This is an optimization exercise on Yosys and OpenROAD, whose aim is small area, a short achievable clock period and few clock cycles, not a production implementation. RTL that was checked went through simulation tests only; none was proved equivalent to the original. No activity file was given, so power comes from the tool's default toggle rates.

Setup of the previous run:
==> flow/design.v (excerpt) <==
module gap_fc_top (
    input  logic              clk,
    input  logic              rst_n,
    input  logic              start,
    input  logic [15:0]       pix_count,
    input  logic [15:0]       fm_base,
    output logic              busy,
    output logic              done,
    output logic              fm_rd_en,
    output logic [15:0]       fm_rd_addr,
    input  logic signed [7:0] fm_rd_data,
    input  logic              param_wr_en,
    input  logic [1:0]        param_wr_sel,
    input  logic [7:0]        param_wr_addr,
    input  logic [31:0]       param_wr_data,
    output logic              res_valid,
    output logic [1:0]        res_idx,
    output logic signed [7:0] res_data
);
Settings: LEC_CHECK=0, CAP_MARGIN=50, CORE_MARGIN=2, CORE_UTILIZATION=40, CTS_CLUSTER_DIAMETER=120, CTS_CLUSTER_SIZE=22, SLEW_MARGIN=70; clock period 15.0 ns.
standard.sh (not shown) runs the stock make flow with config.mk's settings and CLKGATE_MAP_FILE= SYNTH_SCRIPT=/design/flow/synth_recipe.tcl, a recipe that flattens the netlist after the stock synthesis.
==> flow/flow/run.sh <==
#!/bin/bash
# The standard layout (the standard.sh: ORFS synthesis through finish), with two knobs
# changed: ports are buffered with buf_4 instead of the cell buffer_ports picks by default, and
# repair_timing aims for a setup slack of 10.6 ns at the design's 15 ns clock.
# Each run's full output goes to flow_make.log in the work folder.
set -euo pipefail
bash standard.sh SETUP_SLACK_MARGIN=10.6 "BUFFER_PORTS_ARGS=-buffer_cell sky130_fd_sc_hd__buf_4" finish > flow_make.log 2>&1
Testbench counts of the previous run, summed over its fixed seeds: cycles 25,244.
### the previous run -> the current run
--- a/flow/design.v
+++ b/flow/design.v
@@ -270,27 +270,27 @@
         sat  = |(d & mask);
         shift_clamp = sat ? {p[47], {7{!p[47]}}} : a5;
     endfunction
     logic [3:0]  gcnt;         
     logic [1:0]  fcnt;         
     logic        e_busy;
     logic [1:0]  e_step;
     logic        can_load, ld_gap, ld_fc, load;
     logic        ld_pre, ld_g;
     logic        pre;          
     logic        fc_ok;
+    logic        xsum_ok;      
     logic        a_v, a_first, a_last;
     assign can_load = !e_busy || (e_step == 2'd3);
     assign ld_gap   = can_load && !gcnt[3] && h_valid;
-    logic [3:0]  fin;          
-    assign fc_ok    = fin[fcnt];
+    assign fc_ok    = xsum_ok;
     assign ld_fc    = can_load && gcnt[3] && fc_ok;
     assign ld_pre   = can_load && gcnt[3] && !fc_ok && !pre && h_valid;
     assign ld_g     = ld_gap || ld_pre;
     assign load     = ld_g || ld_fc;
     assign h_take   = ld_g;
     assign f_o      = fcnt;
     always_ff @(posedge clk or negedge rst_n) begin
         if (!rst_n) begin
             gcnt   <= '0;
             fcnt   <= '0;
             pre    <= 1'b0;
@@ -333,46 +333,48 @@
     logic        e_pre;
     logic [1:0]  e_o;
     logic [15:0] m_new;
     logic signed [18:0] s_sel;
     logic [32:0] mag0, mag1;
     logic [35:0] pp0, pp1;
     logic [35:0] t;
     logic [35:0] rin;
     logic [35:0] cs_s, cs_c;
     logic [36:0] t_ci;
     logic        e_first;
+    logic [31:0] xsum_q;
     assign m_new = ld_g ? g_m : f_m;
     assign mag0  = ({33{ctl[0]}} & {x[31], x}) | ({33{ctl[1]}} & {x, 1'b0});
     assign mag1  = ({33{ctl[3]}} & {x[31], x}) | ({33{ctl[4]}} & {x, 1'b0});
     assign pp0   = {{3{mag0[32]}}, mag0} ^ {36{ctl[2]}};
     assign pp1   = ({{1{mag1[32]}}, mag1, 2'b00} ^ {{34{ctl[5]}}, 2'b00}) | {34'd0, ctl[5], ctl[5]};
     assign rin   = e_first ? 36'd0 : {{4{r[31]}}, r};
     assign cs_s  = rin ^ pp0 ^ pp1;
     assign cs_c  = {(rin[34:0] & pp0[34:0]) | (rin[34:0] & pp1[34:0]) | (pp0[34:0] & pp1[34:0]), ctl[5]};
     assign t_ci  = {cs_s, 1'b1} + {cs_c, ctl[2]};
     assign t     = t_ci[36:1];
     always_ff @(posedge clk) begin
         if (load) begin
-            x     <= ld_g ? {{8{h_data[23]}}, h_data} : f_bias + {{13{s_sel[18]}}, s_sel};
+            x     <= ld_g ? {{8{h_data[23]}}, h_data} : xsum_q;
             mr    <= {m_new, 1'b0};
             ctl   <= {bdec(m_new[3:1]), bdec({m_new[1:0], 1'b0})};
             e_gap <= ld_g;
             e_pre <= ld_pre;
             e_o   <= fcnt;
         end else begin
             mr  <= {4'd0, mr[16:4]};
             ctl <= {bdec(mr[8:6]), bdec(mr[6:4])};
         end
         r <= t[35:4];
         l <= {t[3:0], l[15:4]};
+        xsum_q <= f_bias + {{13{s_sel[18]}}, s_sel};
     end
     always_ff @(posedge clk or negedge rst_n) begin
         if (!rst_n) e_first <= 1'b0;
         else        e_first <= load;
     end
     logic        w_v;
     logic        w_gap;
     logic        w_pre;
     logic        pv_hold;      
     logic [1:0]  w_oo;
     logic [4:0]  w_s;
@@ -419,22 +421,23 @@
         nb[18:8] = '0;
         c1s = bp[0] ^ bp[1] ^ bp[2];
         c1c = {(bp[0][17:0] & bp[1][17:0]) | (bp[0][17:0] & bp[2][17:0]) | (bp[1][17:0] & bp[2][17:0]), 1'b0};
         c2s = c1s ^ c1c ^ bp[3];
         c2c = {(c1s[17:0] & c1c[17:0]) | (c1s[17:0] & bp[3][17:0]) | (c1c[17:0] & bp[3][17:0]), 1'b0};
         c3s = c2s ^ c2c ^ nb;
         c3c = {(c2s[17:0] & c2c[17:0]) | (c2s[17:0] & nb[17:0]) | (c2c[17:0] & nb[17:0]), 1'b0};
     end
     logic [18:0] q [0:3];
     logic [1:0]  ph;
     logic [1:0]  sidx;         
+    logic [3:0]  fin;          
     logic [2:0]  m_c;
     logic        f_busy;
     logic [1:0]  f_n;
     logic        f_go;
     logic        p_v, p_first, p_last;
     assign a_s    = (a_v && a_first) ? 19'd0 : q[0];
     assign a_x    = a_s ^ ps_q ^ pc_q;
     assign a_y    = {(a_s[17:0] & ps_q[17:0]) | (a_s[17:0] & pc_q[17:0]) | (ps_q[17:0] & pc_q[17:0]), 1'b0};
     assign acc_in = a_x + a_y;
     logic [1:0]  f_cnt;
     logic        f_start;
@@ -455,31 +458,33 @@
         a_last  <= p_last;
         q[0]    <= q[1];
         q[1]    <= q[2];
         q[2]    <= q[3];
         q[3]    <= acc_in;
     end
     always_ff @(posedge clk or negedge rst_n) begin
         if (!rst_n) begin
             ph      <= '0;
             sidx    <= '0;
             fin     <= '0;
+            xsum_ok <= 1'b0;
             f_busy  <= 1'b0;
             pv_hold <= 1'b0;
             f_n     <= '0;
             m_c     <= '0;
             p_v     <= 1'b0;
             a_v     <= 1'b0;
         end else begin
             ph      <= ph + 2'd1;
             sidx    <= sidx - 2'd1 + {1'b0, ld_fc};
+            xsum_ok <= fin[fcnt] && !ld_fc;
             if (a_v && a_last) fin[ph] <= 1'b1;
             if (ld_fc && fcnt == 2'd3) fin <= '0;
             f_busy  <= f_go && (f_cnt != 2'd3);
             if (w_v && w_gap && w_pre && pre) pv_hold <= 1'b1;
             else if (!pre)                    pv_hold <= 1'b0;
             f_n     <= f_cnt + 2'd1;
             if (f_go && f_cnt == 2'd3) m_c <= m_c + 3'd1;
             p_v <= f_go;
             a_v <= p_v;
         end
     end
Findings:
The adder-cell share of the synthesized area on the current run is in line with that on the previous run.
~same global-route usage in the current run and the previous run
In summary, the current run completed successfully, with a layout that passed the timing, DRC and antenna checks.
Beginning of the critical path = param_wr_addr[6]: the previous run; beginning of the critical path = u_pool.addr[0]: the current run
Compared with the previous run, in the current run sequential share of layout area increased by 0.36 points relative to the old numbers; highest attainable clock frequency closely matched the old numbers; sequential power closely matched the old numbers; final non-filler cell area increased by 1.9% relative to the old numbers; worst hold slack decreased by 0.029 ns relative to the old numbers.
Compared to the previous run, the current run has relative contribution of the clock network to total power 2.1 points higher.
The current run ends up with a cell depth of the worst setup path that is 10 lower than in the previous run.
Placed standard-cell area delta for the current run relative to the previous run: 2.2% higher
[compare] base=the previous run new=the current run: number of antenna violations at the first check in global routing rose 7, unique cell type count in the Yosys netlist went down by 2.4%.
Testbench counts of the current run, summed over its fixed seeds: cycles 25,268.


Another version of the RTL of gap_fc_top (not shown whole).
Size in the first run: ~120 I/O pins, about 45000 µm² of cells after synthesis.
==> flow/design.v (excerpt) <==
module gap_fc_top (
    input  logic              clk,
    input  logic              rst_n,
    input  logic              start,
    input  logic [15:0]       pix_count,
    input  logic [15:0]       fm_base,
    output logic              busy,
    output logic              done,
    output logic              fm_rd_en,
    output logic [15:0]       fm_rd_addr,
    input  logic signed [7:0] fm_rd_data,
    input  logic              param_wr_en,
    input  logic [1:0]        param_wr_sel,
    input  logic [7:0]        param_wr_addr,
    input  logic [31:0]       param_wr_data,
    output logic              res_valid,
    output logic [1:0]        res_idx,
    output logic signed [7:0] res_data
);
export LEC_CHECK = 0
export CAP_MARGIN = 50
export CORE_MARGIN = 2
export CORE_UTILIZATION = 40
export SLEW_MARGIN = 70
create_clock -name core_clock -period 15.0 [get_ports {clk}]
Scripts as last shown in full above: flow/flow/run.sh
Edit:
--- a/flow/design.v
+++ b/flow/design.v
@@ -337,26 +337,26 @@
     logic [1:0]  e_o;
     logic [15:0] m_new;
     logic signed [18:0] s_sel;
     logic [32:0] mag0, mag1;
     logic [35:0] pp0, pp1;
     logic [35:0] t;
     logic [35:0] rin;
     logic [35:0] cs_s, cs_c;
     logic [36:0] t_ci;
     logic        e_first;
     logic [31:0] xsum_q;
     assign m_new = ld_gap ? g_m : f_m;
-    assign mag0  = ({33{ctl[0]}} & {x[31], x}) | ({33{ctl[1]}} & {x, 1'b0});
-    assign mag1  = ({33{ctl[3]}} & {x[31], x}) | ({33{ctl[4]}} & {x, 1'b0});
+    assign mag0  = ctl[0] ? {x[31], x} : ctl[1] ? {x, 1'b0} : 33'd0;
+    assign mag1  = ctl[3] ? {x[31], x} : ctl[4] ? {x, 1'b0} : 33'd0;
     assign pp0   = {{3{mag0[32]}}, mag0} ^ {36{ctl[2]}};
     assign pp1   = ({{1{mag1[32]}}, mag1, 2'b00} ^ {{34{ctl[5]}}, 2'b00}) | {34'd0, ctl[5], ctl[5]};
     assign rin   = e_first ? 36'd0 : {{4{r[31]}}, r};
     assign cs_s  = rin ^ pp0 ^ pp1;
     assign cs_c  = {(rin[34:0] & pp0[34:0]) | (rin[34:0] & pp1[34:0]) | (pp0[34:0] & pp1[34:0]), ctl[5]};
     assign t_ci  = {cs_s, 1'b1} + {cs_c, ctl[2]};
     assign t     = t_ci[36:1];
     always_ff @(posedge clk) begin
         if (load) begin
             x     <= ld_gap ? {{8{h_data[23]}}, h_data} : xsum_q;
             mr    <= {m_new, 1'b0};
             ctl   <= {bdec(m_new[3:1]), bdec({m_new[1:0], 1'b0})};
What happened:
- sequential cell count is unchanged
- final area goes up by about 0.9%
- clock-buffer cell count goes up by 16
- setup slack gets better by 0.0068 ns
- routed wire length goes up by 3.0%
- cell count goes up by about 0.8%
- fmax is about the same
- non-clock buffer count goes up by 32
- combinational power goes down by 5.6%
- area after synthesis goes down by about 0.46%
- critical path depth stays the same
- utilization goes up by 0.56 points
- global-route usage goes up by 0.48 points
No run of this note included a check of the RTL's function; only the layout flow was run.

re-timing with driven ports:
In the flow no input, the clock included, has a driving cell. The finished layouts below were timed again as built, in two steps. Step 1, drivers: a clkbuf_16 drives clk and a buf_2 each remaining input, both assumed. Step 2, shift: input delay + t, output delay - t, t = (earliest + latest rising clock arrival at the registers) / 2. This alone moves slack from input paths to output paths. a / b / c = no drivers / after step 1 / after step 2; a / b = the first two.
run	t (ns)	slack for setup (ns)	worst setup path at the end	cell pins on the clock port's net
the previous run	0.692	10.625 / 10.627 / 9.978	input to register	1
the current run	0.744	10.614 / 10.547 / 9.959	input to register	1
the first run of note 2	0.721	10.671 / 10.605 / 10.477	input to register	1
the second run of note 2	0.751	10.677 / 10.610 / 10.603	input to register	1
After both steps every run listed still meets setup and hold. For the current run, which loses most, drivers alone change the setup slack by -0.067 ns; drivers and shift together by -0.655 ns.
